Source: an optimization exercise on an open RTL-to-GDS flow (aim: small area, a short achievable clock period and few clock cycles). Production flows keep margins and buffers that such runs may drop. Where RTL was checked, it was by simulation tests only, not by an equivalence proof against the original. For run 6, only the layout was checked, not whether the RTL still works. Power figures rest on the tool's default switching activity, not on a simulated workload.

File: flow/config.mk
export PLATFORM = sky130hd
export DESIGN_NAME = rolling_hash_pattern_marker_core
export DESIGN_NICKNAME = rolling_hash_pattern_marker_core
export VERILOG_FILES = /design/flow/design.v
export SDC_FILE = /design/flow/constraint.sdc
export NUM_CORES = 4
export LEC_CHECK = 0
export CAP_MARGIN = 20
export CORE_MARGIN = 2
export CORE_UTILIZATION = 35
export CTS_CLUSTER_DIAMETER = 80
export CTS_CLUSTER_SIZE = 20
export PLACE_DENSITY = 0.5
export SLEW_MARGIN = 20
File: flow/constraint.sdc
create_clock -name core_clock -period 11.0 [get_ports {clock}]
set_input_delay 2.2000 -clock core_clock [delete_from_list [all_inputs] [get_ports {clock}]]
set_output_delay 2.2000 -clock core_clock [all_outputs]
set_load 0.01 [all_outputs]
File: flow/design.v
`timescale 1ns / 1ps
`default_nettype none
package rhpm_pkg;
   localparam logic [7:0] OPEN_MARK  = 8'h5B;
   localparam logic [7:0] CLOSE_MARK = 8'h5D;
   localparam logic [8:0]  SKIP_MAX  = 9'd511;
   localparam logic [15:0] TOTAL_MAX = 16'hFFFF;
endpackage
`default_nettype wire
`timescale 1ns / 1ps
`default_nettype none
module rolling_hash_pattern_marker_core (
   input  wire logic        clock,
   input  wire logic        reset,
   input  wire logic        req_valid,
   output logic             req_stall,
   input  wire logic [7:0]  req_text_byte,
   input  wire logic        req_end_of_line,
   input  wire logic        req_clear_total,
   output logic             rsp_valid,
   input  wire logic        rsp_stall,
   output logic [7:0]       rsp_out_byte,
   output logic             rsp_line_done,
   output logic             rsp_line_matched,
   output logic [15:0]      rsp_total_matches,
   input  wire logic        csr_valid,
   output logic             csr_ready,
   input  wire logic [2:0]  csr_index,
   input  wire logic [63:0] csr_data
);
   logic [7:0]  pat_ff [16];
   logic        pv_lo_ff, pv_hi_ff;
   logic [3:0]  mm1_ff;                  
   logic        sv_ff, hv_ff;
   logic [7:0]  sb_ff, hb_ff;
   logic        se_ff, sc_ff, he_ff, hc_ff;
   logic [7:0]  w_ff [16];
   logic [14:0] dv_ff;
   logic [3:0]  f_ff;                    
   logic        full_ff;                 
   logic        mm_ff;                   
   logic        sz_ff;                   
   logic        sle_ff;                  
   logic [8:0]  skip_ff;
   logic        matched_ff;
   logic [15:0] total_ff;
   logic        busy_ff;
   logic        br_ff;                   
   logic        beol_ff;                 
   logic        bm_ff;                   
   logic [4:0]  r_ff;
   logic [3:0]  ki_ff;
   logic        ov_ff;
   logic [7:0]  ob_ff;
   logic        od_ff, om_ff;
   logic        csr_wr;
   assign csr_ready = !sv_ff;
   assign csr_wr    = csr_valid && !sv_ff;
   assign req_stall = hv_ff;
   logic        out_free, accept, proc, s_load, wait_c;
   logic [7:0]  c;
   logic        eol, clr;
   assign out_free = !ov_ff || !rsp_stall;
   assign accept   = req_valid && !hv_ff;
   assign c        = sb_ff;
   assign eol      = se_ff;
   assign clr      = sc_ff;
   logic [15:0] eq, dn;
   logic        cz, match, may_match;
   assign cz = (c == 8'd0);
   always_comb begin
      for (int i = 0; i < 16; i++) begin
         if ((i < 8) ? pv_lo_ff : pv_hi_ff) begin
            eq[i] = (c == pat_ff[i]);
         end else begin
            eq[i] = cz;
         end
      end
      dn[0] = eq[0];
      for (int i = 1; i < 16; i++) begin
         dn[i] = dv_ff[i-1] & eq[i];
      end
   end
   logic [15:0] sel_m, sel_p;
   logic        eq_m, mm_nx;
   always_comb begin
      for (int i = 0; i < 16; i++) begin
         sel_m[i] = (mm1_ff == 4'(i));
         sel_p[i] = (mm1_ff == 4'(i + 1));
      end
   end
   assign eq_m      = |(sel_m & eq);
   assign match     = mm_ff && eq_m;
   assign mm_nx     = (mm1_ff == 4'd0) || |(sel_p & dn);
   assign may_match = mm_ff;
   logic        full, s_le_f, s_zero;
   logic [3:0]  fl_idx;
   logic [9:0]  skip_sum;
   logic [8:0]  skip_a;
   assign full     = full_ff;
   assign s_zero   = sz_ff;
   assign s_le_f   = sle_ff;
   assign fl_idx   = f_ff - skip_ff[3:0];
   assign skip_sum = {1'b0, skip_ff} + {5'd0, mm1_ff} + 10'd1;
   assign skip_a   = skip_sum[9] ? rhpm_pkg::SKIP_MAX : skip_sum[8:0];
   assign wait_c = busy_ff && (may_match || clr || (eol ? s_le_f : (full && s_zero)));
   assign proc   = sv_ff && out_free && !wait_c;
   assign s_load = proc || !sv_ff;
   logic [3:0]  widx;
   logic [7:0]  wbyte;
   assign widx  = busy_ff ? ki_ff : (mm1_ff - 4'd1);
   assign wbyte = (!busy_ff && (mm1_ff == 4'd0)) ? c : w_ff[widx];
   logic        ld;
   logic [7:0]  nb;
   logic        nd, nm;
   always_comb begin
      ld = 1'b0;
      nb = wbyte;
      nd = 1'b0;
      nm = 1'b0;
      if (busy_ff) begin
         ld = out_free;
         if (r_ff == 5'd0) begin
            nb = rhpm_pkg::CLOSE_MARK;
            nd = beol_ff;
            nm = beol_ff;
         end else begin
            nd = !br_ff && (r_ff == 5'd1);
            nm = !br_ff && (r_ff == 5'd1) && bm_ff;
         end
      end else if (proc) begin
         if (match) begin
            ld = 1'b1;
            nb = rhpm_pkg::OPEN_MARK;
         end else begin
            ld = !eol && full && s_zero;
         end
      end
   end
   always_ff @(posedge clock) begin
      if (csr_wr && (csr_index == 3'd0)) begin
         for (int k = 0; k < 8; k++) pat_ff[k] <= csr_data[8*k +: 8];
      end
      if (csr_wr && (csr_index == 3'd1)) begin
         for (int k = 0; k < 8; k++) pat_ff[8+k] <= csr_data[8*k +: 8];
      end
   end
   always_ff @(posedge clock) begin
      if (reset) begin
         pv_lo_ff <= 1'b0;
         pv_hi_ff <= 1'b0;
         mm1_ff   <= 4'd0;
      end else if (csr_wr) begin
         case (csr_index)
            3'd0: pv_lo_ff <= 1'b1;
            3'd1: pv_hi_ff <= 1'b1;
            3'd2: begin
               if (csr_data[4:0] == 5'd0) mm1_ff <= 4'd0;
               else if (csr_data[4]) mm1_ff <= 4'd15;
               else mm1_ff <= csr_data[3:0] - 4'd1;
            end
            default: ;
         endcase
      end
   end
   always_ff @(posedge clock) begin
      if (reset) begin
         sv_ff <= 1'b0;
         hv_ff <= 1'b0;
      end else if (s_load) begin
         sv_ff <= hv_ff || accept;
         hv_ff <= 1'b0;
      end else if (accept) begin
         hv_ff <= 1'b1;
      end
      if (s_load) begin
         if (hv_ff) begin
            sb_ff <= hb_ff;
            se_ff <= he_ff;
            sc_ff <= hc_ff;
         end else begin
            sb_ff <= req_text_byte;
            se_ff <= req_end_of_line;
            sc_ff <= req_clear_total;
         end
      end
      if (accept) begin
         hb_ff <= req_text_byte;
         he_ff <= req_end_of_line;
         hc_ff <= req_clear_total;
      end
   end
   always_ff @(posedge clock) begin
      if (proc) begin
         w_ff[0] <= c;
         for (int i = 1; i < 16; i++) w_ff[i] <= w_ff[i-1];
      end
   end
   logic [3:0]  f_nx;
   logic        full_nx;
   logic [8:0]  skip_m, skip_nm, skip_nx;
   logic        sz_nm, sle_nm, sz_nx, sle_nx;
   assign f_nx    = full ? f_ff : (f_ff + 4'd1);
   assign full_nx = full || ((f_ff + 4'd1) == mm1_ff);
   assign skip_m  = skip_a - 9'd1;
   assign skip_nm = (full && !s_zero) ? (skip_ff - 9'd1) : skip_ff;
   assign sz_nm   = s_zero || (full && (skip_ff == 9'd1));
   assign sle_nm  = (skip_nm <= {5'd0, f_nx});
   assign skip_nx = match ? skip_m : skip_nm;
   assign sz_nx   = match ? (s_zero && (mm1_ff == 4'd0)) : sz_nm;
   assign sle_nx  = match ? (s_zero && full_nx) : sle_nm;
   logic [15:0] total_inc, total_nx;
   assign total_inc = (total_ff == rhpm_pkg::TOTAL_MAX) ? total_ff : (total_ff + 16'd1);
   assign total_nx  = clr ? {15'd0, match} : (match ? total_inc : total_ff);
   always_ff @(posedge clock) begin
      if (reset) begin
         dv_ff      <= '0;
         f_ff       <= '0;
         full_ff    <= 1'b1;
         mm_ff      <= 1'b1;
         sz_ff      <= 1'b1;
         sle_ff     <= 1'b1;
         skip_ff    <= '0;
         matched_ff <= 1'b0;
         total_ff   <= '0;
      end else if (csr_wr && (csr_index == 3'd2)) begin
         full_ff <= (csr_data[4:0] <= 5'd1);
         mm_ff   <= (csr_data[4:0] <= 5'd1);
      end else if (proc) begin
         total_ff <= total_nx;
         if (eol) begin
            dv_ff      <= '0;
            f_ff       <= '0;
            full_ff    <= (mm1_ff == 4'd0);
            mm_ff      <= (mm1_ff == 4'd0);
            sz_ff      <= 1'b1;
            sle_ff     <= 1'b1;
            skip_ff    <= '0;
            matched_ff <= 1'b0;
         end else begin
            dv_ff   <= dn[14:0];
            f_ff    <= f_nx;
            full_ff <= full_nx;
            mm_ff   <= mm_nx;
            skip_ff <= skip_nx;
            sz_ff   <= sz_nx;
            sle_ff  <= sle_nx;
            if (match) matched_ff <= 1'b1;
         end
      end
   end
   always_ff @(posedge clock) begin
      if (reset) begin
         busy_ff <= 1'b0;
      end else if (busy_ff) begin
         if (out_free && ((r_ff == 5'd0) || (!br_ff && (r_ff == 5'd1)))) begin
            busy_ff <= 1'b0;
         end
      end else if (proc) begin
         busy_ff <= match || (eol && s_le_f);
      end
      if (busy_ff) begin
         if (out_free && (r_ff != 5'd0)) begin
            r_ff <= r_ff - 5'd1;
            if (!proc) ki_ff <= ki_ff - 4'd1;
         end
      end else if (proc) begin
         br_ff   <= match;
         beol_ff <= eol;
         bm_ff   <= matched_ff;
         r_ff    <= match ? ({1'b0, mm1_ff} + 5'd1) : ({1'b0, fl_idx} + 5'd1);
         ki_ff   <= match ? mm1_ff : fl_idx;
      end
   end
   always_ff @(posedge clock) begin
      if (reset) begin
         ov_ff <= 1'b0;
      end else if (ld) begin
         ov_ff <= 1'b1;
      end else if (!rsp_stall) begin
         ov_ff <= 1'b0;
      end
      if (ld) begin
         ob_ff <= nb;
         od_ff <= nd;
         om_ff <= nm;
      end
   end
   assign rsp_valid         = ov_ff;
   assign rsp_out_byte      = ob_ff;
   assign rsp_line_done     = od_ff;
   assign rsp_line_matched  = om_ff;
   assign rsp_total_matches = total_ff;
endmodule
`default_nettype wire
File: flow/flow/run.sh
#!/bin/bash
set -euo pipefail
export SETUP_SLACK_MARGIN=7.3
export BUFFER_PORTS_ARGS="-buffer_cell sky130_fd_sc_hd__buf_2"
bash standard.sh > standard.log 2>&1
File: flow/standard.sh
#!/bin/bash
# synth_recipe.tcl (not shown) runs the flow's synth.tcl, then flattens the netlist and writes it again
# the make line also repeats each setting of config.mk as NAME=value (left out here)
make -C /OpenROAD-flow-scripts/flow DESIGN_CONFIG=/design/flow/config.mk WORK_HOME=/design/flow/orfs CLKGATE_MAP_FILE= SYNTH_SCRIPT=/design/flow/synth_recipe.tcl "${@:-finish}"
==> results by group, run 1 <==
Global routing
  • Number of global-route vias before repair: 10,570
  • GR Overflow Total: 0
  • Pin count of the biggest net entering global routing: 79
  • GRT Resource Usage Total: 0.1724
  • First-pass GRT wire length: 63.64 mm
  • Initial antenna violation count: 2

Setup path
  • R2R setup slack: 7310 ps
  • Worst-case reg-to-reg path depth: 13
  • Endpoint class of the critical path: register
  • R2r startpoint: sb_ff[2]
  • Kind of critical path: in2reg
  • CP Data Arrival Time: 4210 ps
  • Peak per-stage delay on the critical path: 440 ps
  • Reg2reg end: r_ff[2]
  • WP data required: 11,500 ps
  • CP cell instances: buf_2 -> nand2_2 -> nand2_1 -> nor2_2 -> and2_1 -> o2111ai_1 -> or3_1 -> a21oi_1
  • CP Max Fanout: 10
  • Setup crit start kind: input port
  • WP buf/inv: 1
  • Slowest-stage cell, CP: nor2_2
  • Delay-heaviest family, CP: simple AND/OR/NAND/NOR gates

Detailed routing
  • Drt total wl: 41.81 mm
  • DRT antenna net count: 0
  • WL/cell: 21.01 um
  • Drt initial violations: 819
  • Drc violations: 0
  • Pre-Repair DR Iteration Count: 5
  • DR vias/cell: 5.317
  • Vias: 10,580

STA
  • Worst Slack Setup Final: 7294 ps
  • Setup violations, final: 0
  • Fmax: 269.8 MHz
  • Slew at the pin with the worst max-slew slack: 1075 ps
  • Final Slew Violations: 0
  • RSZ-0062 raised after global routing: yes
  • Final setup TNS: 0 ps
  • Fin. Hold Viols: 0
  • Period utilization: 0.3369
  • Worst Clk Skew: 14.69 ps
  • Post-route minimum period: 3706 ps
  • Slew margin rel.: 0.2821

Power
  • Pint: 2.126 mW
  • Switching Share: 0.2581
  • Psw: 0.7398 mW
  • VDD IR max: 0.0001089 V
  • Pwr dens: 154.2 mW/mm^2
  • Clock power share: 0.326
  • Leak: 6.303 nW
  • Comb pwr share: 0.118
  • Flop pwr share: 0.555

Outcome
  • Status: finished clean

Synthesis
  • Synth Area in Compound Gates: 0.1161
  • Number of synthesized flops with an enable pin: 298
  • Ys flop type: edfxtp_1
  • Avg Cell Area, Syn: 13.01 sq um
  • Post-synthesis cell type count: 75
  • Adder-cell area share of the yosys netlist: 0.02312
  • Asr flop ratio synth: 0
  • Synth Cell Area: 0.01634 sq mm
  • Largest family of logic cells by synthesized area: compound AO/OA/AOI/OAI gates
  • Yosys reg bits: 356
  • Multiplexer share of the synthesized area: 0.02174
  • Ys Warns: 3
  • Simple-gate portion of the synthesized area: 0.09899
  • Synth Area in XOR/XNOR: 0.08896
  • Sequential share of the synthesized area: 0.6186
  • Synthesized instance count: 1,256
  • Syn nets: 1,367

Cells and area
  • FILL cells: 4,417
  • Most common cell after layout, fill and taps aside: edfxtp_1
  • Layout Area Growth over Synthesis: 13.73%
  • Share of layout cells above drive strength 1: 0.1796
  • Highest-count cells in the layout ignoring fill and taps: 298 x edfxtp_1, 125 x xnor2_1, 110 x buf_2, 80 x nand2_1
  • Final non-filler cell total: 1,990
  • NumNets Final: 1,479
  • Final Instance Area: 0.01859 sq mm

Placement
  • Gpl congestion: 0.8035
  • Placed insts: 1,928
  • Setup slack after placement: 5914 ps
  • Port Buffer Count: 110
  • Placed Area: 0.01749 sq mm
  • Placed wire-length estimate: 27.85 mm

Floorplanning
  • Die Area: 0.04844 sq mm
  • Initial Util: 0.3525
  • Die Y: 220.1 um
  • Core ar.: 0.04636 sq mm
  • Die X: 220.1 um
  • I/O Pins: 111
  • Core Rows: 79

Clocking
  • Reg clk slew, reported paths: 80 ps
  • Clock sink count: 356
  • Inserted Clock Buffers: 25
  • Root buf cell: clkbuf_16
  • Worst-Skew Late Latency: 570 ps
  • Clock Path Buffers: 3
  • Post-CTS Hold Fix Bufs: 0
  • CTS H-tree lvls: 1
  • CTS tree: built

Hold path
  • Worst Min Path Start: matched_ff
  • Hold Path Class: reg2reg
  • Hold endpoint: bm_ff
  • Hold Path Cell Cnt: 0

Run
  • # Max-Cap Violations: 0
-- metal layers --
layer / vias to the layer above / track usage / routed length, um
met2: 290 / 0.2804 / 19780
met4: 0 / 0.04497 / 735
met5: - / 0 / 0
li1: 5002 / - / -
met3: 42 / 0.02705 / 2393
met1: 5246 / 0.2400 / 18900
-- state kept, by name (all words and copies together), names as in the netlist, 4 cells and up --
| register | cells |
|---|---|
| pat_ff | 128 |
| w_ff | 128 |
| total_ff | 16 |
| dv_ff | 14 |
| skip_ff | 9 |
| hb_ff | 8 |
| ob_ff | 8 |
| sb_ff | 8 |
| r_ff | 5 |
| f_ff | 4 |
| ki_ff | 4 |
| mm1_ff | 4 |
-- power groups by stage --
stage | Sequential (mW) | Combinational [mW] | Clock (mW)
6_report | 1.59 | 0.339 | 0.935
4_1_cts | 1.59 | 0.337 | 0.970
3_5_place_dp | 1.63 | 0.309 | 0
3_3_place_gp | 1.63 | 0.308 | 0
2_1_floorplan | 1.60 | 0.220 | 0
5_1_grt | 1.60 | 0.371 | 1.01
-- worst reg2reg max path, stage by stage (launching register included) --
cell       delay, ps
edfxtp_1         390
buf_6            220
xnor2_1          250
nand4_1          100
o21ai_0          330
a21oi_1          120
a2111oi_1        390
a2111o_2         280
o21a_4           200
mux2_2           360
ha_1             230
or3_1            350
a21oi_1          150
a211oi_1          60
-- cells in the mapped netlist, types with 12 or more instances --
| cell type | number | area [sq um] |
|---|---|---|
| nor2_1 | 46 | 172.7 |
| nor4_1 | 13 | 81.33 |
| nand4_1 | 44 | 275.3 |
| clkbuf_1 | 38 | 142.6 |
| dfxtp_1 | 58 | 1161 |
| and3_1 | 27 | 168.9 |
| buf_6 | 12 | 135.1 |
| nor3_1 | 31 | 155.2 |
| inv_1 | 25 | 93.84 |
| nand3_1 | 23 | 115.1 |
| a21oi_1 | 38 | 190.2 |
| xor2_1 | 41 | 359.1 |
| nand2_1 | 83 | 311.6 |
| ha_1 | 27 | 337.8 |
| o21ai_0 | 42 | 210.2 |
| a22oi_1 | 55 | 412.9 |
| a2111o_1 | 12 | 135.1 |
| mux2i_1 | 22 | 220.2 |
| mux2_2 | 12 | 135.1 |
| edfxtp_1 | 298 | 8949 |
| xnor2_1 | 125 | 1095 |
-- worst max path at each step --
stage	from	to	slack [ps]	depth (start not counted)
final	rsp_stall	total_ff[4]	7290	8
after floorplan	csr_index[2]	pat_ff[10][0]	6530	3
after global placement	rsp_stall	w_ff[13][4]	5980	8
after global routing	sb_ff[0]	r_ff[2]	7110	15
after detailed placement	rsp_stall	w_ff[14][2]	5910	8
after CTS	sb_ff[6]	r_ff[2]	7260	15
-- cell families (layout without fill, tap and decap cells) --
logic type	Yosys count	in the layout
flip-flops	356	356
XOR/XNOR	166	166
adder cells (fa/ha/maj)	29	29
AO/OA/AOI/OAI	261	262
multiplexers	34	34
AND/OR/NAND/NOR	316	316
other	0	2
buffers and inverters	94	218
-- stage by stage --
step                      power, mW  hold WS [ps]  utilization
final                         2.866         438.1       0.4010
after global routing          2.986         455.8       0.4010
after CTS                     2.899         440.2       0.3994
after detailed placement      1.940         420.2       0.3773
after global placement        1.938         417.3       0.3773
after floorplan               1.824         409.0            -
-- area by class of cell --
cell class | instances | area, sq um | share of cell area
antenna | 2 | 5.005 | 0.0002693
inverter | 25 | 108.9 | 0.005856
clock buffer | 25 | 625.6 | 0.03366
timing repair buffer | 153 | 996.0 | 0.05358
tap | 607 | 759.5 | 0.04086
sequential | 356 | 10110 | 0.5441
multi-input combinational | 807 | 5834 | 0.3139
clock inverter | 15 | 145.1 | 0.007808
-- timing repair --
action | CTS | global route
pin swaps | 1 | 1
resized for setup | 21 | 10
setup buffers | 17 | 0
endpoints found under the setup margin | 169 | 74
gates cloned | 1 | 1
Testbench counts, summed over its fixed seeds: cycles 16,359.
==> run 2: changes to the inputs <==
==> flow/flow/run.sh (replaced) <==
#!/bin/bash
set -euo pipefail
export SETUP_SLACK_MARGIN=7.6
export BUFFER_PORTS_ARGS="-buffer_cell sky130_fd_sc_hd__buf_2"
bash standard.sh > standard.log 2>&1
==> results by group, run 2 <==
STA
  • Setup violations, final: 0
  • Slew at the pin with the worst max-slew slack: 1062 ps
  • Worst Slack Setup Final: 7486 ps
  • Final hold slack: 438.2 ps
  • Slew margin rel.: 0.2905
  • Post-route minimum period: 3514 ps
  • Fmax: 284.6 MHz
  • Final Slew Violations: 0
  • Worst Clk Skew: 23.67 ps
  • Fin. Hold Viols: 0
  • Final setup TNS: 0 ps
  • Period utilization: 0.3195
  • RSZ-0062 raised after global routing: yes

Synthesis
  • Synth top area cells: edfxtp_1 55%, dfxtp_1 7.1%, xnor2_1 6.7%, a22oi_1 2.5%, xor2_1 2.2%
  • Ys flop type: edfxtp_1
  • Synth top cells by count: 298 x edfxtp_1, 125 x xnor2_1, 83 x nand2_1
  • Post-synth top area cell: edfxtp_1
  • Number of synthesized flops with an enable pin: 298
  • Most common cell in the netlist: edfxtp_1
  • Syn nets: 1,367
  • Yosys reg bits: 356
  • Synth Cell Area: 0.01634 sq mm
  • Sequential share of the synthesized area: 0.6186
  • Avg Cell Area, Syn: 13.01 sq um
  • Post-synth top area share: 0.5475
  • Asr flop ratio synth: 0
  • Synthesized instance count: 1,256
  • Ys Warns: 3
  • Post-synthesis cell type count: 75

Setup path
  • Critical path depth: 14
  • CP Data Arrival Time: 3790 ps
  • Slowest-stage cell, CP: a2111o_2
  • R2R setup slack: 7490 ps
  • CP Max Fanout: 7
  • R2r startpoint: sb_ff[5]
  • Setup crit start kind: register
  • Kind of critical path: reg2reg
  • CP cell instances: buf_12 -> buf_4 -> xnor2_1 -> nand4_1 -> o21ai_2 -> a22oi_2 -> a2111oi_4 -> a2111o_2 -> o21a_4 -> mux2_4 -> ha_4 -> or3_4 -> a21oi_2 -> a211oi_2
  • Worst setup path endpoint: r_ff[2]
  • Worst-case reg-to-reg path depth: 14
  • Peak per-stage delay on the critical path: 510 ps
  • CP startpoint: sb_ff[5]
  • Endpoint class of the critical path: register
  • Delay-heaviest family, CP: compound AO/OA/AOI/OAI gates
  • WP data required: 11,280 ps
  • WP buf/inv: 2
  • Reg2reg end: r_ff[2]

Global routing
  • GRT Resource Usage Total: 0.1738
  • First-pass GRT wire length: 64.53 mm
  • Initial antenna violation count: 6
  • Number of global-route vias before repair: 10,630
  • GR Overflow Total: 0
  • Pin count of the biggest net entering global routing: 82

Clocking
  • Clock Path Buffers: 3
  • Worst-Skew Late Latency: 560 ps
  • Clock sink count: 356
  • Post-CTS Hold Fix Bufs: 0
  • Inserted Clock Buffers: 25
  • CTS H-tree lvls: 1
  • CTS tree: built
  • Root buf cell: clkbuf_16
  • Reg clk slew, reported paths: 80 ps

Power
  • Pwr dens: 151.1 mW/mm^2
  • Comb pwr share: 0.134
  • Clock power share: 0.322
  • VDD IR max: 0.00009254 V
  • Pint: 2.162 mW
  • Flop pwr share: 0.544
  • Switching Share: 0.2628
  • Leak: 6.648 nW
  • Psw: 0.7708 mW

Placement
  • Gpl congestion: 0.8227
  • Placed insts: 1,924
  • Setup slack after placement: 6042 ps
  • Port Buffer Count: 110
  • Placed Area: 0.01752 sq mm
  • Placed wire-length estimate: 28.38 mm

Detailed routing
  • WL/cell: 21.17 um
  • Pre-Repair DR Iteration Count: 5
  • Drc violations: 0
  • DRT antenna net count: 0
  • Vias: 10,860
  • DR vias/cell: 5.315
  • Drt initial violations: 989
  • Drt total wl: 43.28 mm

Floorplanning
  • Core ar.: 0.04636 sq mm
  • Core Rows: 79
  • Die X: 220.1 um
  • Die Y: 220.1 um
  • Die Area: 0.04844 sq mm
  • Initial Util: 0.3525
  • I/O Pins: 111

Cells and area
  • Share of layout cells above drive strength 1: 0.2425
  • Most common cell after layout, fill and taps aside: edfxtp_1
  • Final Instance Area: 0.01941 sq mm
  • FILL cells: 4,333
  • Highest-count cells in the layout ignoring fill and taps: 298 x edfxtp_1, 122 x xnor2_1, 110 x buf_2, 79 x nand2_1, 73 x buf_4
  • Layout Area Growth over Synthesis: 18.76%
  • NumNets Final: 1,528
  • Final non-filler cell total: 2,044
  • Biggest regs: pat_ff (128), w_ff (128), total_ff (16)

Run
  • # Max-Cap Violations: 0

Hold path
  • Hold Path Class: reg2reg

Outcome
  • Status: finished clean
## run 2: cell types whose count changed in the layout (fill, tap and decap cells not counted), sizes merged
cell and delta:
clkbuf +13, bufinv -1, inv -2, nand2 +1, clkinv -3, buf +46
## run 2: worst reg2reg max path: stages, from the launching register on
cell	delay (ps)
edfxtp_1	480
buf_12	190
buf_4	130
xnor2_1	110
nand4_1	80
o21ai_2	90
a22oi_2	270
a2111oi_4	110
a2111o_2	510
o21a_4	250
mux2_4	330
ha_4	170
or3_4	320
a21oi_2	150
a211oi_2	40
## run 2: layout make-up
class                      instances  area, sq um  share of cell area
antenna                            2        5.005           0.0002579
inverter                          25        148.9            0.007671
timing repair inverter             1        11.26           0.0005802
tap                              607        759.5             0.03913
timing repair buffer             200         1389             0.07156
sequential                       356        10130              0.5221
multi-input combinational        808         6177              0.3183
clock buffer                      37        691.9             0.03565
clock inverter                     8        92.59            0.004771
## run 2: power groups by stage
| stage | Clock (mW) | Combinational, mW | Sequential (mW) |
|---|---|---|---|
| global placement | 0 | 0.308 | 1.63 |
| detailed placement | 0 | 0.310 | 1.63 |
| global route | 1.01 | 0.423 | 1.60 |
| CTS | 0.968 | 0.358 | 1.60 |
| finish | 0.945 | 0.392 | 1.60 |
| floorplan | 0 | 0.224 | 1.60 |
## run 2: worst min path at each step
stage	cells after the start	to	slack, ps	startpoint
after floorplan	0	bm_ff	410	matched_ff
after global placement	0	bm_ff	420	matched_ff
after detailed placement	0	bm_ff	420	matched_ff
after CTS	0	bm_ff	440	matched_ff
after global routing	0	bm_ff	450	matched_ff
final	0	bm_ff	440	matched_ff
## run 2: per-stage QoR
step,power (mW),utilization
6_report,2.933,0.4187
5_1_grt,3.041,0.4186
4_1_cts,2.922,0.4057
3_5_place_dp,1.943,0.3779
3_3_place_gp,1.941,0.3779
2_1_floorplan,1.828,-
## run 2: layer usage
layer  global-route usage  routed length (um)  part of all wire
met5                    0                  48            0.0011
met4              0.03803                 916             0.021
met3              0.02774                2126             0.049
met2               0.2806               20110              0.46
met1               0.2461               20080              0.46
## run 2: cells by family (layout without fill, tap and decap cells)
| kind of cell | after synthesis | after routing | synth area share |
|---|---|---|---|
| AO/OA/AOI/OAI | 261 | 262 | 0.1161 |
| XOR/XNOR | 166 | 166 | 0.08896 |
| adder cells (fa/ha/maj) | 29 | 29 | 0.02312 |
| buffers and inverters | 94 | 271 | 0.03246 |
| flip-flops | 356 | 356 | 0.6186 |
| multiplexers | 34 | 34 | 0.02174 |
| other | 0 | 2 | 0 |
| AND/OR/NAND/NOR | 316 | 317 | 0.09899 |
## run 2: what timing repair did
action | in CTS | in global routing
buffers inserted | 29 | 39
setup endpoints to repair | 148 | 148
pin swaps | 8 | 20
cloned | 1 | 4
gates resized for setup | 64 | 59
==> run 3: changes to the inputs <==
==> flow/flow/run.sh (replaced) <==
#!/bin/bash
set -euo pipefail
export SETUP_SLACK_MARGIN=7.3
export BUFFER_PORTS_ARGS="-buffer_cell sky130_fd_sc_hd__buf_2"
bash standard.sh > standard.log 2>&1
--- a/flow/config.mk
+++ b/flow/config.mk
@@ -8,7 +8,5 @@
 export CAP_MARGIN = 20
 export CORE_MARGIN = 2
 export CORE_UTILIZATION = 35
-export CTS_CLUSTER_DIAMETER = 80
-export CTS_CLUSTER_SIZE = 20
 export PLACE_DENSITY = 0.5
 export SLEW_MARGIN = 20
==> results by group, run 3 <==
STA
  • RSZ-0062 raised after global routing: yes
  • Slew margin rel.: 0.2840
  • Setup violations, final: 0
  • Worst Clk Skew: 23.35 ps
  • Slew at the pin with the worst max-slew slack: 1072 ps
  • Post-route minimum period: 3705 ps
  • Worst Slack Setup Final: 7295 ps
  • Final Slew Violations: 0
  • Final setup TNS: 0 ps
  • Fmax: 269.9 MHz
  • Period utilization: 0.3368
  • Fin. Hold Viols: 0

Synthesis
  • Sequential share of the synthesized area: 0.6186
  • Yosys reg bits: 356
  • Synthesized instance count: 1,256
  • Avg Cell Area, Syn: 13.01 sq um
  • Synth top cells by count: 298 x edfxtp_1, 125 x xnor2_1, 83 x nand2_1
  • Syn nets: 1,367
  • Ys flop type: edfxtp_1
  • Synth Cell Area: 0.01634 sq mm
  • Asr flop ratio synth: 0
  • Post-synth top area cell: edfxtp_1
  • Ys Warns: 3
  • Post-synthesis cell type count: 75
  • Most common cell in the netlist: edfxtp_1
  • Post-synth top area share: 0.5475
  • Synth top area cells: edfxtp_1 55%, dfxtp_1 7.1%, xnor2_1 6.7%, a22oi_1 2.5%, xor2_1 2.2%
  • Number of synthesized flops with an enable pin: 298

Clocking
  • Post-CTS Hold Fix Bufs: 0
  • Clock sink count: 356
  • Root buf cell: clkbuf_16
  • Inserted Clock Buffers: 41
  • Clock Path Buffers: 3
  • Worst-Skew Late Latency: 580 ps
  • CTS H-tree lvls: 2
  • Reg clk slew, reported paths: 50 ps
  • CTS tree: built

Detailed routing
  • Drc violations: 0
  • DRT antenna net count: 0
  • WL/cell: 21.06 um
  • Pre-Repair DR Iteration Count: 6
  • Drt initial violations: 811
  • Drt total wl: 42.57 mm
  • Vias: 10,690
  • DR vias/cell: 5.287

Floorplanning
  • Die Area: 0.04844 sq mm
  • Initial Util: 0.3525
  • I/O Pins: 111
  • Die Y: 220.1 um
  • Die X: 220.1 um
  • Core ar.: 0.04636 sq mm
  • Core Rows: 79

Hold path
  • Hold Path Class: reg2reg

Setup path
  • Endpoint class of the critical path: register
  • CP Data Arrival Time: 4200 ps
  • Most used cell, CP: nand2_1
  • Worst-case reg-to-reg path depth: 15
  • Setup crit start kind: input port
  • Slowest-stage cell, CP: a2111o_1
  • CP cell instances: buf_2 -> nand2_2 -> nand2_1 -> nor2_2 -> and2_1 -> o211ai_4 -> a2111o_1 -> nand2_1
  • R2R setup slack: 7320 ps
  • Kind of critical path: in2reg
  • Peak per-stage delay on the critical path: 510 ps
  • WP data required: 11,500 ps
  • R2r startpoint: sb_ff[6]
  • CP startpoint: rsp_stall
  • Worst setup path endpoint: total_ff[14]
  • CP Max Fanout: 25
  • Reg2reg end: r_ff[2]

Global routing
  • Pin count of the biggest net entering global routing: 79
  • GRT Resource Usage Total: 0.1765
  • Initial antenna violation count: 3
  • Number of global-route vias before repair: 10,650
  • GR Overflow Total: 0
  • First-pass GRT wire length: 64.23 mm

Placement
  • Setup slack after placement: 5914 ps
  • Placed wire-length estimate: 27.85 mm
  • Gpl congestion: 0.8035
  • Port Buffer Count: 110

Power
  • Clock power share: 0.406
  • Psw: 0.8038 mW
  • Flop pwr share: 0.490
  • Pwr dens: 170.4 mW/mm^2
  • Switching Share: 0.2469
  • Pint: 2.451 mW
  • Leak: 6.549 nW
  • VDD IR max: 0.0001181 V
  • Comb pwr share: 0.104

Cells and area
  • NumNets Final: 1,494
  • FILL cells: 4,363
  • Share of layout cells above drive strength 1: 0.1864
  • Biggest regs: pat_ff (128), w_ff (128), total_ff (16)
  • Most common cell after layout, fill and taps aside: edfxtp_1
  • Highest-count cells in the layout ignoring fill and taps: 298 x edfxtp_1, 125 x xnor2_1, 110 x buf_2, 80 x nand2_1
  • Layout Area Growth over Synthesis: 16.92%

Run
  • # Max-Cap Violations: 0

Outcome
  • Status: finished clean
==> run 3: cell counts after synthesis <==
Identical to the previous run, type by type.
==> run 3: per-layer routing <==
layer,GRT usage,part of all wire
met1,0.2422,0.45
met2,0.2799,0.46
met3,0.03423,0.062
met4,0.05951,0.022
met5,0,0
==> run 3: area by class of cell <==
cell class | instances | area, sq um | share of cell area
Timing Repair Buffer | 152 | 984.7 | 0.05153
Clock buffer | 54 | 1096 | 0.05736
Antenna cell | 3 | 7.507 | 0.0003929
Clock inverter | 17 | 182.7 | 0.009560
Sequential cell | 356 | 10120 | 0.5294
Multi-Input combinational cell | 807 | 5853 | 0.3063
Tap cell | 607 | 759.5 | 0.03975
Inverter | 25 | 108.9 | 0.005697
==> run 3: stage by stage <==
stage	instances	hold WS [ps]	util	power, mW	area (sq um)
final	2021	428.7	0.4122	3.255	19110
after global routing	2020	443.4	0.4121	3.386	19110
after CTS	2016	430.2	0.4103	3.293	19020
after detailed placement	1928	420.2	0.3773	1.940	17490
after global placement	1928	417.3	0.3773	1.938	17490
after floorplan	1256	409.0	-	1.824	16430
==> run 3: power groups by stage <==
| stage | Clock, mW | Combinational [mW] | Sequential [mW] |
|---|---|---|---|
| 3_5_place_dp | 0 | 0.309 | 1.63 |
| 4_1_cts | 1.36 | 0.337 | 1.59 |
| 3_3_place_gp | 0 | 0.308 | 1.63 |
| 6_report | 1.32 | 0.340 | 1.59 |
| 5_1_grt | 1.41 | 0.371 | 1.60 |
| 2_1_floorplan | 0 | 0.220 | 1.60 |
==> run 3: kinds of logic after synthesis <==
family                     count (synthesis)  share of synthesized area
AOI/OAI and AO/OA                        261                     0.1161
xor gates and xnor gates                 166                    0.08896
adders and majority gates                 29                    0.02312
buffers and inverters                     94                    0.03246
DFF                                      356                     0.6186
muxes                                     34                    0.02174
and+or+nand+nor                          316                    0.09899
==> run 3: worst max-delay path, delay by kind of cell <==
kind	cells	cell delay, ps
compound gates	2	810
buf+inv	1	100
simple gates	5	1080
==> run 3: worst min-delay path by stage <==
stage | slack [ps] | depth (start not counted) | to | start
detailed placement | 420 | 0 | bm_ff | matched_ff
CTS | 430 | 0 | bm_ff | matched_ff
floorplan | 410 | 0 | bm_ff | matched_ff
finish | 430 | 0 | bm_ff | matched_ff
global route | 440 | 0 | bm_ff | matched_ff
global placement | 420 | 0 | bm_ff | matched_ff
==> run 3: repair_timing <==
item / in CTS / in global routing
setup endpoints to repair: 168 / 83
gates resized for setup: 21 / 13
buffers inserted: 16 / 0
pin swaps: 1 / 1
cloned: 1 / 1
==> run 4: changes to the inputs <==
==> flow/flow/run.sh (replaced) <==
#!/bin/bash
set -euo pipefail
export SETUP_SLACK_MARGIN=7.3
export BUFFER_PORTS_ARGS="-buffer_cell sky130_fd_sc_hd__buf_1"
bash standard.sh > standard.log 2>&1
--- a/flow/config.mk
+++ b/flow/config.mk
@@ -7,6 +7,8 @@
 export LEC_CHECK = 0
 export CAP_MARGIN = 20
 export CORE_MARGIN = 2
-export CORE_UTILIZATION = 35
-export PLACE_DENSITY = 0.5
+export CORE_UTILIZATION = 55
+export CTS_CLUSTER_DIAMETER = 80
+export CTS_CLUSTER_SIZE = 20
+export PLACE_DENSITY = 0.65
 export SLEW_MARGIN = 20
==> results by group, run 4 <==
Outcome
  • Status: finished clean

Cells and area
  • Final Instance Area: 0.01814 sq mm
  • Highest-count cells in the layout ignoring fill and taps: 298 x edfxtp_1, 122 x xnor2_1, 109 x buf_1, 80 x nand2_1
  • Biggest regs: pat_ff (128), w_ff (128), total_ff (16)
  • Layout Area Growth over Synthesis: 11.02%
  • FILL cells: 2,397
  • Storage element area: 0.01012 sq mm
  • NumNets Final: 1,474
  • Area of the multi-input gates: 0.005954 sq mm
  • Post-layout util: 0.6155
  • Most common cell after layout, fill and taps aside: edfxtp_1
  • Share of layout cells above drive strength 1: 0.1037

Floorplanning
  • Core Rows: 63
  • Die X: 176.4 um
  • Die Y: 176.4 um
  • Core ar.: 0.02948 sq mm
  • Initial Util: 0.5544
  • I/O Pins: 111
  • Die Area: 0.03111 sq mm

Synthesis
  • Sequential share of the synthesized area: 0.6186
  • Asr flop ratio synth: 0
  • Most common cell in the netlist: edfxtp_1
  • Synth Area in Compound Gates: 0.1161
  • Post-synth top area share: 0.5475
  • Synth top area cells: edfxtp_1 55%, dfxtp_1 7.1%, xnor2_1 6.7%, a22oi_1 2.5%, xor2_1 2.2%
  • Ys Warns: 3
  • Simple-gate portion of the synthesized area: 0.09899
  • Post-synth top area cell: edfxtp_1
  • Synthesized instance count: 1,256
  • Yosys reg bits: 356
  • Syn nets: 1,367
  • Synth Area in XOR/XNOR: 0.08896
  • Number of synthesized flops with an enable pin: 298
  • Synth Cell Area: 0.01634 sq mm
  • Synth top cells by count: 298 x edfxtp_1, 125 x xnor2_1, 83 x nand2_1
  • Multiplexer share of the synthesized area: 0.02174
  • Ys flop type: edfxtp_1
  • Largest family of logic cells by synthesized area: compound AO/OA/AOI/OAI gates
  • Post-synthesis cell type count: 75
  • Adder-cell area share of the yosys netlist: 0.02312
  • Avg Cell Area, Syn: 13.01 sq um

Power
  • Pwr dens: 152.3 mW/mm^2
  • Power Total: 2.764 mW
  • VDD IR max: 0.0001281 V
  • Leak: 5.919 nW

Placement
  • Placed wire-length estimate: 24.62 mm
  • Port Buffer Count: 110
  • Placed Area: 0.01705 sq mm
  • Gpl congestion: 0.8448

STA
  • RSZ-0062 raised after global routing: yes
  • Final hold slack: 450.2 ps
  • Final setup TNS: 0 ps
  • Worst Clk Skew: 13.60 ps
  • Period utilization: 0.3330
  • Slew margin rel.: 0.3363
  • Post-route minimum period: 3663 ps
  • Slew at the pin with the worst max-slew slack: 987.3 ps
  • Final Slew Violations: 0
  • Setup violations, final: 0
  • Fin. Hold Viols: 0
  • Fmax: 273.0 MHz

Hold path
  • Hold Path Cell Cnt: 0
  • Hold Path Class: reg2reg

Detailed routing
  • Drc violations: 0
  • WL/cell: 21.05 um
  • Vias: 10,620
  • Drt total wl: 37.28 mm
  • DR vias/cell: 5.997
  • Drt initial violations: 917
  • Pre-Repair DR Iteration Count: 5
  • DRT antenna net count: 0

Setup path
  • Slowest-stage cell, CP: edfxtp_1
  • Kind of critical path: reg2reg
  • Endpoint class of the critical path: register
  • Peak per-stage delay on the critical path: 440 ps
  • Setup crit start kind: register
  • CP cell instances: buf_12 -> buf_4 -> xnor2_1 -> nand4_1 -> o21ai_0 -> a22oi_1 -> a31oi_1 -> o211a_4 -> o21a_4 -> mux2_2 -> ha_1 -> or3_1 -> a21oi_1 -> a211oi_1
  • CP Data Arrival Time: 3920 ps
  • WP data required: 11,260 ps
  • CP Max Fanout: 11
  • Worst-case reg-to-reg path depth: 14

Global routing
  • Pin count of the biggest net entering global routing: 94
  • GR Overflow Total: 0
  • First-pass GRT wire length: 57.81 mm
  • M3 GR Usage: 0.04500
  • Number of global-route vias before repair: 10,340
  • GRT Resource Usage Total: 0.2401
  • Initial antenna violation count: 4
  • GRT busiest layer: met2
  • Met1 Track Usage GR: 0.3310
  • Grt met2 use: 0.3949

Clocking
  • Root buf cell: clkbuf_16
  • CTS tree: built
  • Clock Path Buffers: 3
  • CTS H-tree lvls: 1
  • Inserted Clock Buffers: 22
  • Worst-Skew Late Latency: 530 ps
  • Post-CTS Hold Fix Bufs: 0
  • Reg clk slew, reported paths: 90 ps
  • Clock sink count: 356

Run
  • # Max-Cap Violations: 0
[run 4: what timing repair did]
action / 4_1_cts / 5_1_grt
gates resized for setup: 19 / 42
buffers inserted: 11 / 9
setup endpoints to repair: 139 / 18
gates cloned: 1 / 0
pin swaps: 2 / 5
[run 4: final timing paths]
check | start | end | slack (ps)
hold / removal | matched_ff | bm_ff | 450
setup / recovery | sb_ff[4] | r_ff[2] | 7340
hold reg to reg | matched_ff | bm_ff | 450
setup reg to reg | sb_ff[4] | r_ff[2] | 7340
[run 4: stage by stage]
step | cells | setup WS [ps]
3_3_place_gp | 1708 | 6033
4_1_cts | 1760 | 7238
5_1_grt | 1769 | 7197
2_1_floorplan | 1256 | 6531
3_5_place_dp | 1708 | 5990
6_report | 1771 | 7337
[run 4: cells by family (layout without fill, tap and decap cells)]
| logic type | count (synthesis) | in the layout |
|---|---|---|
| AO/OA/AOI/OAI | 261 | 262 |
| XOR/XNOR | 166 | 166 |
| adder cells (fa/ha/maj) | 29 | 29 |
| buffers and inverters | 94 | 216 |
| flip-flops | 356 | 356 |
| multiplexers | 34 | 34 |
| other | 0 | 2 |
| AND/OR/NAND/NOR | 316 | 316 |
[run 4: final cells by class]
class / count / share of cell area
flip-flops and latches: 356 / 0.5575
clock inverters: 3 / 0.001586
well taps: 390 / 0.02689
clock buffers: 37 / 0.03572
multi-input cells: 807 / 0.3282
inverters: 25 / 0.006482
diodes: 2 / 0.0002758
repair buffers: 151 / 0.04337
[run 4: routing by layer]
layer	up-vias	wire length [um]
met2	364	17550
met4	4	1024
li1	4998	-
met3	59	2524
met1	5196	16150
met5	-	26
[run 4: critical path: cells and delay by family, from the launching register on]
family                   cells  cell delay (ps)
buffers and inverters        2              340
AO/OA/AOI/OAI                7             1370
AND/OR/NAND/NOR              2              510
multiplexers                 1              350
XOR/XNOR                     1              150
flip-flops                   1              440
adder cells (fa/ha/maj)      1              230
[run 4: power by group]
part	internal [mW]	switching (mW)	total (mW)
Clock	0.408	0.437	0.844
Combinational	0.122	0.204	0.327
Sequential	1.55	0.0452	1.59
Total	2.08	0.686	2.76
==> run 5: changes to the inputs <==
==> flow/flow/run.sh (replaced) <==
#!/bin/bash
set -euo pipefail
export SETUP_SLACK_MARGIN=7.5
export BUFFER_PORTS_ARGS="-buffer_cell sky130_fd_sc_hd__buf_1"
bash standard.sh > standard.log 2>&1
--- a/flow/config.mk
+++ b/flow/config.mk
@@ -7,8 +7,8 @@
 export LEC_CHECK = 0
 export CAP_MARGIN = 20
 export CORE_MARGIN = 2
-export CORE_UTILIZATION = 55
+export CORE_UTILIZATION = 65
 export CTS_CLUSTER_DIAMETER = 80
 export CTS_CLUSTER_SIZE = 20
-export PLACE_DENSITY = 0.65
+export PLACE_DENSITY = 0.75
 export SLEW_MARGIN = 20
==> results by group, run 5 <==
Synthesis
  • Post-synth top area cell: edfxtp_1
  • Yosys reg bits: 356
  • Most common cell in the netlist: edfxtp_1
  • Ys Warns: 3
  • Asr flop ratio synth: 0
  • Synthesized instance count: 1,256
  • Synth Cell Area: 0.01634 sq mm
  • Post-synthesis cell type count: 75
  • Sequential share of the synthesized area: 0.6186
  • Synth top cells by count: 298 x edfxtp_1, 125 x xnor2_1, 83 x nand2_1
  • Ys flop type: edfxtp_1
  • Avg Cell Area, Syn: 13.01 sq um
  • Syn nets: 1,367
  • Post-synth top area share: 0.5475
  • Synth top area cells: edfxtp_1 55%, dfxtp_1 7.1%, xnor2_1 6.7%, a22oi_1 2.5%, xor2_1 2.2%
  • Number of synthesized flops with an enable pin: 298

Setup path
  • CP cell instances: buf_6 -> buf_6 -> clkbuf_16 -> buf_4 -> xnor2_1 -> nand4_1 -> o21ai_2 -> mux2i_1 -> nor4_2 -> a2111o_2 -> o21a_4 -> buf_6 -> mux2i_4 -> ha_2 -> or3_1 -> a21oi_2 -> a211oi_1
  • WP data required: 11,260 ps
  • Setup crit start kind: register
  • Peak per-stage delay on the critical path: 480 ps
  • CP Max Fanout: 9
  • CP Data Arrival Time: 3890 ps
  • Most used cell, CP: buf_6
  • Slowest-stage cell, CP: a2111o_2
  • Kind of critical path: reg2reg
  • Endpoint class of the critical path: register

Power
  • Leak: 6.059 nW
  • VDD IR max: 0.0001658 V
  • Pwr dens: 149.2 mW/mm^2

Run
  • # Max-Cap Violations: 0

STA
  • Worst Clk Skew: 11.50 ps
  • Final setup TNS: 0 ps
  • Slew margin rel.: 0.3411
  • Period utilization: 0.3300
  • RSZ-0062 raised after global routing: yes
  • Post-route minimum period: 3630 ps
  • Slew at the pin with the worst max-slew slack: 983.0 ps
  • Fmax: 275.4 MHz
  • Setup violations, final: 0
  • Fin. Hold Viols: 0
  • Final Slew Violations: 0

Cells and area
  • Most common cell after layout, fill and taps aside: edfxtp_1
  • NumNets Final: 1,502
  • Highest-count cells in the layout ignoring fill and taps: 298 x edfxtp_1, 125 x xnor2_1, 109 x buf_1, 79 x nand2_1, 54 x a22oi_1
  • Biggest regs: pat_ff (128), w_ff (128), total_ff (16)
  • Final Instance Area: 0.01838 sq mm
  • Post-layout util: 0.7363
  • Share of layout cells above drive strength 1: 0.1246
  • Layout Area Growth over Synthesis: 12.46%
  • ANT cells: 0
  • Final non-filler cell total: 1,735

Clocking
  • Root buf cell: clkbuf_16
  • Worst-Skew Late Latency: 520 ps
  • CTS tree: built
  • Inserted Clock Buffers: 21
  • Clock Path Buffers: 3
  • Reg clk slew, reported paths: 90 ps
  • Post-CTS Hold Fix Bufs: 0
  • Clock sink count: 356
  • CTS H-tree lvls: 1

Floorplanning
  • Core ar.: 0.02496 sq mm
  • Core Rows: 58
  • Die Y: 162.6 um
  • Die X: 162.6 um
  • Initial Util: 0.6547
  • I/O Pins: 111
  • Die Area: 0.02643 sq mm

Global routing
  • GRT Resource Usage Total: 0.2815
  • GR Overflow Total: 0
  • Initial antenna violation count: 1
  • First-pass GRT wire length: 57.51 mm
  • Pin count of the biggest net entering global routing: 91
  • Number of global-route vias before repair: 10,390

Placement
  • Placed wire-length estimate: 24.75 mm
  • Gpl congestion: 0.8952
  • Placed Area: 0.01702 sq mm
  • Port Buffer Count: 110
  • Placed insts: 1,650

Detailed routing
  • Drt total wl: 38.23 mm
  • Drc violations: 0
  • DR vias/cell: 6.306
  • DRT antenna net count: 0
  • Pre-Repair DR Iteration Count: 7
  • Drt initial violations: 1,064
  • WL/cell: 22.03 um
  • Vias: 10,940

Hold path
  • Hold Path Class: reg2reg

Outcome
  • Status: finished clean
==> run 5: cell counts after synthesis <==
No cell type changed its count.
==> run 5: power by group <==
part | internal [mW] | switching, mW | leakage, nW
Combinational | 0.140 | 0.216 | 2.52
Sequential | 1.55 | 0.0459 | 3.25
Clock | 0.376 | 0.417 | 0.289
==> run 5: repair_timing <==
action / 4_1_cts / 5_1_grt
setup endpoints to repair: 144 / 117
gates resized for setup: 38 / 43
cloned: 1 / 4
buffers inserted: 19 / 24
pin swaps: 4 / 19
==> run 5: layout make-up <==
type	instances	area [sq um]
clock buffer	37	606.8
fill	1682	6584
inverter	25	126.4
multi-input combinational	808	6013
sequential	356	10130
tap	330	412.9
timing repair buffer	179	1095
==> run 5: worst max-delay path: cells and delay by family, from the launching register on <==
family	cells	cell delay [ps]
AOI/OAI and AO/OA	5	1020
adders and majority gates	1	210
muxes	2	410
xor gates and xnor gates	1	130
buffers and inverters	5	710
and+or+nand+nor	3	520
DFF	1	380
==> run 5: worst paths after layout <==
| path | depth (start not counted) | startpoint | slack [ps] | to |
|---|---|---|---|---|
| setup / recovery | 17 | sb_ff[0] | 7370 | r_ff[2] |
| hold / removal | 0 | matched_ff | 440 | bm_ff |
| setup reg to reg | 17 | sb_ff[0] | 7370 | r_ff[2] |
| hold reg to reg | 0 | matched_ff | 440 | bm_ff |
==> run 5: cells by family after synthesis <==
family | count (synthesis) | synth area share
compound gates | 261 | 0.1161
xor+xnor | 166 | 0.08896
fa+ha+maj | 29 | 0.02312
buf+inv | 94 | 0.03246
flops | 356 | 0.6186
mux | 34 | 0.02174
simple gates | 316 | 0.09899
==> run 5: metrics by stage <==
stage	hold slack, ps	total power, mW	worst slack (ps)
floorplan	409.0	1.827	6531
CTS	444.8	2.721	7362
global placement	417.6	1.914	6251
detailed placement	423.5	1.924	6181
global route	457.6	2.832	7261
finish	442.7	2.742	7370
==> run 5: per-layer routing <==
| layer | wire length (um) | GRT usage | share of wire | up-vias |
|---|---|---|---|---|
| met5 | 15 | 0 | 0.00039 | - |
| met1 | 15600 | 0.3846 | 0.41 | 5328 |
| li1 | - | - | - | 5054 |
| met4 | 1304 | 0.09212 | 0.034 | 2 |
| met2 | 18790 | 0.4718 | 0.49 | 465 |
| met3 | 2521 | 0.03947 | 0.066 | 92 |
==> run 6: changes to the inputs <==
--- a/flow/design.v
+++ b/flow/design.v
@@ -46,16 +46,18 @@
    logic [15:0] total_ff;
    logic        busy_ff;
    logic        br_ff;                   
+   logic        cl_ff;                   
    logic        beol_ff;                 
    logic        bm_ff;                   
-   logic [4:0]  r_ff;
+   logic [3:0]  r_ff;
    logic [3:0]  ki_ff;
    logic        ov_ff;
    logic [7:0]  ob_ff;
    logic        od_ff, om_ff;
    logic        csr_wr;
-   assign csr_ready = !sv_ff;
-   assign csr_wr    = csr_valid && !sv_ff;
+   logic        cr_ff;                   
+   assign csr_ready = cr_ff;
+   assign csr_wr    = csr_valid && cr_ff;
    assign req_stall = hv_ff;
    logic        out_free, accept, proc, s_load, wait_c;
    logic [7:0]  c;
@@ -120,13 +122,13 @@
       nm = 1'b0;
       if (busy_ff) begin
          ld = out_free;
-         if (r_ff == 5'd0) begin
+         if (cl_ff) begin
             nb = rhpm_pkg::CLOSE_MARK;
             nd = beol_ff;
             nm = beol_ff;
          end else begin
-            nd = !br_ff && (r_ff == 5'd1);
-            nm = !br_ff && (r_ff == 5'd1) && bm_ff;
+            nd = !br_ff && (r_ff == 4'd0);
+            nm = !br_ff && (r_ff == 4'd0) && bm_ff;
          end
       end else if (proc) begin
          if (match) begin
@@ -166,9 +168,11 @@
    always_ff @(posedge clock) begin
       if (reset) begin
          sv_ff <= 1'b0;
+         cr_ff <= 1'b1;
          hv_ff <= 1'b0;
       end else if (s_load) begin
          sv_ff <= hv_ff || accept;
+         cr_ff <= !(hv_ff || accept);
          hv_ff <= 1'b0;
       end else if (accept) begin
          hv_ff <= 1'b1;
@@ -253,22 +257,27 @@
       if (reset) begin
          busy_ff <= 1'b0;
       end else if (busy_ff) begin
-         if (out_free && ((r_ff == 5'd0) || (!br_ff && (r_ff == 5'd1)))) begin
+         if (out_free && (cl_ff || (!br_ff && (r_ff == 4'd0)))) begin
             busy_ff <= 1'b0;
          end
       end else if (proc) begin
          busy_ff <= match || (eol && s_le_f);
       end
       if (busy_ff) begin
-         if (out_free && (r_ff != 5'd0)) begin
-            r_ff <= r_ff - 5'd1;
+         if (out_free && !cl_ff) begin
+            if (r_ff == 4'd0) begin
+               cl_ff <= 1'b1;
+            end else begin
+               r_ff <= r_ff - 4'd1;
+            end
             if (!proc) ki_ff <= ki_ff - 4'd1;
          end
-      end else if (proc) begin
+      end else begin
          br_ff   <= match;
+         cl_ff   <= 1'b0;
          beol_ff <= eol;
          bm_ff   <= matched_ff;
-         r_ff    <= match ? ({1'b0, mm1_ff} + 5'd1) : ({1'b0, fl_idx} + 5'd1);
+         r_ff    <= match ? mm1_ff : fl_idx;
          ki_ff   <= match ? mm1_ff : fl_idx;
       end
    end
==> flow/flow/run.sh (replaced) <==
#!/bin/bash
set -euo pipefail
export SETUP_SLACK_MARGIN=7.3
export BUFFER_PORTS_ARGS="-buffer_cell sky130_fd_sc_hd__buf_1"
bash standard.sh > standard.log 2>&1
--- a/flow/config.mk
+++ b/flow/config.mk
@@ -7,8 +7,8 @@
 export LEC_CHECK = 0
 export CAP_MARGIN = 20
 export CORE_MARGIN = 2
-export CORE_UTILIZATION = 65
+export CORE_UTILIZATION = 55
 export CTS_CLUSTER_DIAMETER = 80
 export CTS_CLUSTER_SIZE = 20
-export PLACE_DENSITY = 0.75
+export PLACE_DENSITY = 0.65
 export SLEW_MARGIN = 20
==> results by group, run 6 <==
STA
  • Post-route minimum period: 3634 ps
  • Period utilization: 0.3304
  • Fin. Hold Viols: 0
  • Slew at the pin with the worst max-slew slack: 930.8 ps
  • Final Slew Violations: 0
  • Worst Clk Skew: 25.00 ps
  • Fmax: 275.1 MHz
  • RSZ-0062 raised after global routing: no
  • Setup violations, final: 0
  • Final setup TNS: 0 ps
  • Slew margin rel.: 0.3795

Synthesis
  • Synthesized instance count: 1,291
  • Yosys reg bits: 357
  • Syn nets: 1,400
  • Synth Cell Area: 0.01639 sq mm
  • Synth Area in XOR/XNOR: 0.08494
  • Number of synthesized flops with an enable pin: 297
  • Largest family of logic cells by synthesized area: simple AND/OR/NAND/NOR gates
  • Synth top cells by count: 297 x edfxtp_1, 148 x xnor2_1, 80 x nand2_1
  • Most common cell in the netlist: edfxtp_1
  • Ys flop type: edfxtp_1
  • Sequential share of the synthesized area: 0.6173
  • Ys Warns: 3
  • Synth top area cells: edfxtp_1 54%, xnor2_1 7.9%, dfxtp_1 7.3%, nand4_1 2.1%, ha_1 1.9%
  • Asr flop ratio synth: 0
  • Post-synth top area share: 0.5440
  • Synth Area in Compound Gates: 0.1107
  • Post-synthesis cell type count: 81
  • Avg Cell Area, Syn: 12.70 sq um
  • Multiplexer share of the synthesized area: 0.01824
  • Post-synth top area cell: edfxtp_1
  • Simple-gate portion of the synthesized area: 0.1177
  • Adder-cell area share of the yosys netlist: 0.02152

Clocking
  • Root buf cell: clkbuf_16
  • Inserted Clock Buffers: 22
  • Reg clk slew, reported paths: 80 ps
  • CTS H-tree lvls: 1
  • Worst-Skew Late Latency: 550 ps
  • Clock sink count: 357
  • Post-CTS Hold Fix Bufs: 0
  • Clock Path Buffers: 3
  • CTS tree: built

Detailed routing
  • Drt initial violations: 1,231
  • Pre-Repair DR Iteration Count: 7
  • DRT antenna net count: 0
  • WL/cell: 20.90 um
  • Vias: 10,850
  • DR vias/cell: 6.048
  • Drc violations: 0
  • Drt total wl: 37.50 mm

Cells and area
  • Biggest regs: pat_ff (128), w_ff (128), total_ff (16)
  • Share of layout cells above drive strength 1: 0.08125
  • Highest-count cells in the layout ignoring fill and taps: 297 x edfxtp_1, 148 x xnor2_1, 109 x buf_1, 76 x nand2_1, 61 x nor2_1
  • Layout Area Growth over Synthesis: 9.731%
  • FILL cells: 2,385
  • Storage element area: 0.01012 sq mm
  • Area of the multi-input gates: 0.005928 sq mm
  • Post-layout util: 0.6102
  • NumNets Final: 1,496
  • Most common cell after layout, fill and taps aside: edfxtp_1

Floorplanning
  • Initial Util: 0.5561
  • Core Rows: 63
  • Core ar.: 0.02948 sq mm
  • Die Y: 176.7 um
  • Die X: 176.7 um
  • Die Area: 0.03121 sq mm
  • I/O Pins: 111

Placement
  • Port Buffer Count: 110
  • Gpl congestion: 0.9062
  • Placed wire-length estimate: 24.52 mm

Setup path
  • Setup crit start kind: input port
  • WP buf/inv: 2
  • R2r startpoint: mm1_ff[1]
  • CP Max Fanout: 38
  • Slowest-stage cell, CP: or4_1
  • Delay-heaviest family, CP: simple AND/OR/NAND/NOR gates
  • CP cell instances: buf_1 -> nand2_8 -> o211ai_1 -> bufinv_16 -> nand2_8 -> or4_1 -> or3_1 -> a21oi_1
  • CP Data Arrival Time: 4100 ps
  • Reg2reg end: ob_ff[5]
  • CP startpoint: rsp_stall
  • Endpoint class of the critical path: register
  • Worst setup path endpoint: total_ff[6]
  • Critical path depth: 8
  • Kind of critical path: in2reg
  • R2R setup slack: 7550 ps
  • Most used cell, CP: nand2_8
  • Peak per-stage delay on the critical path: 560 ps
  • WP data required: 11,460 ps
  • Worst-case reg-to-reg path depth: 11

Power
  • Leak: 5.696 nW
  • Comb pwr share: 0.136
  • Pwr dens: 158.0 mW/mm^2
  • Pint: 2.105 mW
  • Clock power share: 0.299
  • Flop pwr share: 0.565
  • VDD IR max: 0.0001369 V
  • Psw: 0.7376 mW
  • Switching Share: 0.2595

Run
  • # Max-Cap Violations: 0

Outcome
  • Status: finished clean

Global routing
  • GRT Resource Usage Total: 0.2419
  • Initial antenna violation count: 1
  • Number of global-route vias before repair: 10,360
  • Pin count of the biggest net entering global routing: 67
  • First-pass GRT wire length: 58.86 mm
  • GR Overflow Total: 0

Hold path
  • Hold Path Class: reg2reg
  • Hold Path Cell Cnt: 0
==> run 6: cell count changes after synthesis, sizes merged, moves of 8 or more <==
cell / previous run / this run
nor2: 46 / 65
nand4: 44 / 57
nor4: 14 / 6
mux2i: 22 / 13
xnor2: 125 / 148
a21oi: 39 / 57
nand3: 23 / 43
or3: 7 / 17
and3: 27 / 16
xor2: 41 / 11
a22oi: 55 / 17
a2111o: 13 / 0
==> run 6: through the flow <==
step | std cells | hold slack (ps) | cell area, sq um | total power [mW] | setup slack (ps)
6_report | 1794 | 443.1 | 17990 | 2.842 | 7366
5_1_grt | 1793 | 456.5 | 17990 | 2.954 | 7301
4_1_cts | 1790 | 427.9 | 17940 | 2.858 | 7257
3_5_place_dp | 1747 | 423.1 | 17220 | 2.010 | 5975
3_3_place_gp | 1747 | 424.3 | 17220 | 2.004 | 6045
2_1_floorplan | 1291 | 409.0 | 16580 | 1.890 | 6406
==> run 6: logic make-up (layout without fill, tap and decap cells) <==
family                     after synthesis  after routing
and+or+nand+nor                        366            366
AOI/OAI and AO/OA                      260            260
xor gates and xnor gates               159            159
adders and majority gates               27             27
buffers and inverters                   94            206
muxes                                   28             28
DFF                                    357            357
other                                    0              1
==> run 6: layer usage <==
| metal | global-route usage | up-vias | part of all wire |
|---|---|---|---|
| met2 | 0.3914 | 432 | 0.47 |
| li1 | - | 5110 | - |
| met1 | 0.3381 | 5255 | 0.43 |
| met3 | 0.04124 | 54 | 0.076 |
| met4 | 0.07128 | 0 | 0.030 |
| met5 | 0 | - | 0 |
==> run 6: power groups by stage <==
| stage | combinational (mW) | sequential [mW] | clock (mW) |
|---|---|---|---|
| after floorplan | 0.272 | 1.62 | 0 |
| after CTS | 0.381 | 1.60 | 0.872 |
| after detailed placement | 0.374 | 1.64 | 0 |
| after global placement | 0.371 | 1.63 | 0 |
| final | 0.386 | 1.61 | 0.851 |
| after global routing | 0.421 | 1.61 | 0.920 |
==> run 6: final cells by class <==
cell class,count,share of cell area
flip-flops and latches,357,0.5627
multi-input cells,840,0.3295
repair buffers,137,0.03471
inverters,26,0.006886
clock inverters,4,0.003964
well taps,390,0.02712
clock buffers,36,0.03352
repair inverters,3,0.001461
diodes,1,0.0001391
==> run 6: worst min-delay path by stage <==
stage                 endpoint       start  slack [ps]
floorplan                bm_ff  matched_ff         410
global placement    w_ff[1][6]  w_ff[0][6]         420
detailed placement       bm_ff  matched_ff         420
CTS                 w_ff[7][2]  w_ff[6][2]         430
global route        w_ff[7][2]  w_ff[6][2]         460
finish                   bm_ff  matched_ff         440
==> run 6: timing repair <==
item                                    4_1_cts  5_1_grt
endpoints found under the setup margin       54       12
pin swaps                                     1        2
buffers inserted                              1        2
resized for setup                             8        5
gates cloned                                  2        1
==> run 7: changes to the inputs <==
--- a/flow/design.v
+++ b/flow/design.v
@@ -112,6 +112,8 @@
    logic [7:0]  wbyte;
    assign widx  = busy_ff ? ki_ff : (mm1_ff - 4'd1);
    assign wbyte = (!busy_ff && (mm1_ff == 4'd0)) ? c : w_ff[widx];
+   logic        fsz;
+   assign fsz = full && s_zero;
    logic        ld;
    logic [7:0]  nb;
    logic        nd, nm;
@@ -135,7 +137,9 @@
             ld = 1'b1;
             nb = rhpm_pkg::OPEN_MARK;
          end else begin
-            ld = !eol && full && s_zero;
+            ld = full && s_zero;
+            nd = eol && (mm1_ff == 4'd0);
+            nm = eol && (mm1_ff == 4'd0) && matched_ff;
          end
       end
    end
@@ -261,7 +265,7 @@
             busy_ff <= 1'b0;
          end
       end else if (proc) begin
-         busy_ff <= match || (eol && s_le_f);
+         busy_ff <= match || (eol && s_le_f && !(fsz && (mm1_ff == 4'd0)));
       end
       if (busy_ff) begin
          if (out_free && !cl_ff) begin
@@ -277,8 +281,8 @@
          cl_ff   <= 1'b0;
          beol_ff <= eol;
          bm_ff   <= matched_ff;
-         r_ff    <= match ? mm1_ff : fl_idx;
-         ki_ff   <= match ? mm1_ff : fl_idx;
+         r_ff    <= match ? mm1_ff : fsz ? (mm1_ff - 4'd1) : fl_idx;
+         ki_ff   <= match ? mm1_ff : fsz ? (mm1_ff - 4'd1) : fl_idx;
       end
    end
    always_ff @(posedge clock) begin
==> flow/flow/run.sh (replaced) <==
#!/bin/bash
set -euo pipefail
export SETUP_SLACK_MARGIN=7.9
export BUFFER_PORTS_ARGS="-buffer_cell sky130_fd_sc_hd__buf_1"
bash standard.sh > standard.log 2>&1
==> results by group, run 7 <==
Clocking
  • Inserted Clock Buffers: 22
  • Clock Path Buffers: 3
  • Clock sink count: 357
  • Root buf cell: clkbuf_16
  • CTS tree: built
  • CTS H-tree lvls: 1
  • Worst-Skew Late Latency: 550 ps

Setup path
  • Kind of critical path: in2reg
  • Setup crit start kind: input port
  • CP Data Arrival Time: 3840 ps
  • Worst-case reg-to-reg path depth: 13
  • CP Max Fanout: 5
  • WP data required: 11,490 ps
  • R2r startpoint: sb_ff[7]

Placement
  • Placed wire-length estimate: 25.63 mm
  • Placed Area: 0.01716 sq mm
  • Placed insts: 1,733
  • Port Buffer Count: 110

Power
  • VDD IR max: 0.0001287 V
  • Psw: 0.7202 mW
  • Pint: 2.111 mW
  • Flop pwr share: 0.562
  • Pwr dens: 138.0 mW/mm^2
  • Comb pwr share: 0.147
  • Switching Share: 0.2544
  • Clock power share: 0.291

Hold path
  • Hold Path Class: reg2reg
  • Hold Path Cell Cnt: 0

Synthesis
  • Synthesized instance count: 1,275
  • Post-synth top area cell: edfxtp_1
  • Sequential share of the synthesized area: 0.6190
  • Synth top area cells: edfxtp_1 55%, xnor2_1 8.1%, dfxtp_1 7.3%, a21oi_1 2.4%, ha_1 1.9%
  • Post-synthesis cell type count: 80
  • Number of synthesized flops with an enable pin: 297
  • Avg Cell Area, Syn: 12.82 sq um
  • Yosys reg bits: 357
  • Most common cell in the netlist: edfxtp_1
  • Post-synth top area share: 0.5455
  • Syn nets: 1,384
  • Asr flop ratio synth: 0

STA
  • Worst Clk Skew: 27.47 ps
  • Final setup TNS: 0 ps
  • Final Slew Violations: 0
  • Final hold slack: 454.1 ps
  • Slew margin rel.: 0.2385
  • RSZ-0062 raised after global routing: yes
  • Post-route minimum period: 3355 ps
  • Period utilization: 0.3050

Cells and area
  • Biggest regs: pat_ff (128), w_ff (128), total_ff (16)
  • ANT cells: 0
  • Highest-count cells in the layout ignoring fill and taps: 297 x edfxtp_1, 149 x xnor2_1, 102 x buf_4, 79 x buf_1, 57 x nand2_1
  • Final Instance Area: 0.02051 sq mm
  • FILL cells: 2,051
  • Final non-filler cell total: 1,920
  • Post-layout util: 0.6959
  • Layout Area Growth over Synthesis: 25.49%
  • NumNets Final: 1,625

Detailed routing
  • Drt total wl: 43.28 mm
  • DR vias/cell: 6.147
  • WL/cell: 22.54 um
  • Drt initial violations: 1,256

Floorplanning
  • Core ar.: 0.02948 sq mm
  • Initial Util: 0.5545
  • Die Area: 0.03112 sq mm

Run
  • # Max-Cap Violations: 0

Global routing
  • First-pass GRT wire length: 63.37 mm
  • Pin count of the biggest net entering global routing: 52
  • GR Overflow Total: 0
  • Number of global-route vias before repair: 11,050
  • Initial antenna violation count: 2

Outcome
  • Status: finished clean
-- run 7: metrics by stage --
stage | worst slack (ps) | power, mW
2_1_floorplan | 6406 | 1.812
3_3_place_gp | 6021 | 1.895
3_5_place_dp | 5975 | 1.900
4_1_cts | 7651 | 2.796
5_1_grt | 7603 | 2.921
6_report | 7645 | 2.831
-- run 7: cell type report --
cell class / count / area (sq um) / share of cell area
tap: 390 / 488.0 / 0.02379
clock buffer: 34 / 595.6 / 0.02903
inverter: 33 / 143.9 / 0.007014
sequential: 357 / 10170 / 0.4958
multi-input combinational: 831 / 6735 / 0.3283
timing repair buffer: 271 / 2335 / 0.1138
clock inverter: 4 / 46.29 / 0.002257
-- run 7: worst paths after layout --
path                        to  slack [ps]
setup / recovery   total_ff[3]        7640
setup reg to reg  total_ff[11]        7800
hold reg to reg     w_ff[3][2]         450
hold / removal      w_ff[3][2]         450
-- run 7: metal layers --
layer,vias up,share of wire,track usage
met3,102,0.079,0.04716
met4,4,0.029,0.07404
met1,5763,0.40,0.3645
met5,-,0.00067,0
li1,5358,-,-
met2,575,0.49,0.4376
-- run 7: critical path: stages --
cell and delay (ps):
buf_8 100, nand2_8 60, nand2_4 50, a21oi_4 170, buf_12 160, and2_4 200, buf_12 140, nand4_1 120
or4_1 550, nand2_1 80
-- run 7: kinds of logic (layout without fill, tap and decap cells) --
family	after synthesis	after routing	share of synthesized area
fa+ha+maj	27	27	0.02158
xor+xnor	160	160	0.08572
buf+inv	97	342	0.03199
compound gates	294	295	0.1204
flops	357	357	0.6190
mux	26	26	0.01875
simple gates	314	323	0.1026
-- run 7: repair_timing --
action,in CTS,in global routing
setup endpoints to repair,331,285
gates cloned,14,9
resized for setup,211,122
pin swaps,42,58
hold endpoints to repair,0,0
hold buffers,0,0
buffers inserted,75,51
-- run 7: power groups by stage --
stage / Sequential, mW / Clock, mW / Combinational [mW]
after floorplan: 1.60 / 0 / 0.208
after global routing: 1.60 / 0.881 / 0.443
final: 1.59 / 0.823 / 0.417
after global placement: 1.62 / 0 / 0.274
after CTS: 1.59 / 0.831 / 0.377
after detailed placement: 1.62 / 0 / 0.278
Testbench counts of run 7, summed over its fixed seeds: cycles 16,069.

Check on run 7: ideal ports give 7.645 ns setup slack; a clkbuf_16 on the clock port and buf_2 on the inputs give 7.599 ns; moving port delays by the midpoint clock arrival (0.586 ns) as well gives 7.072 ns.
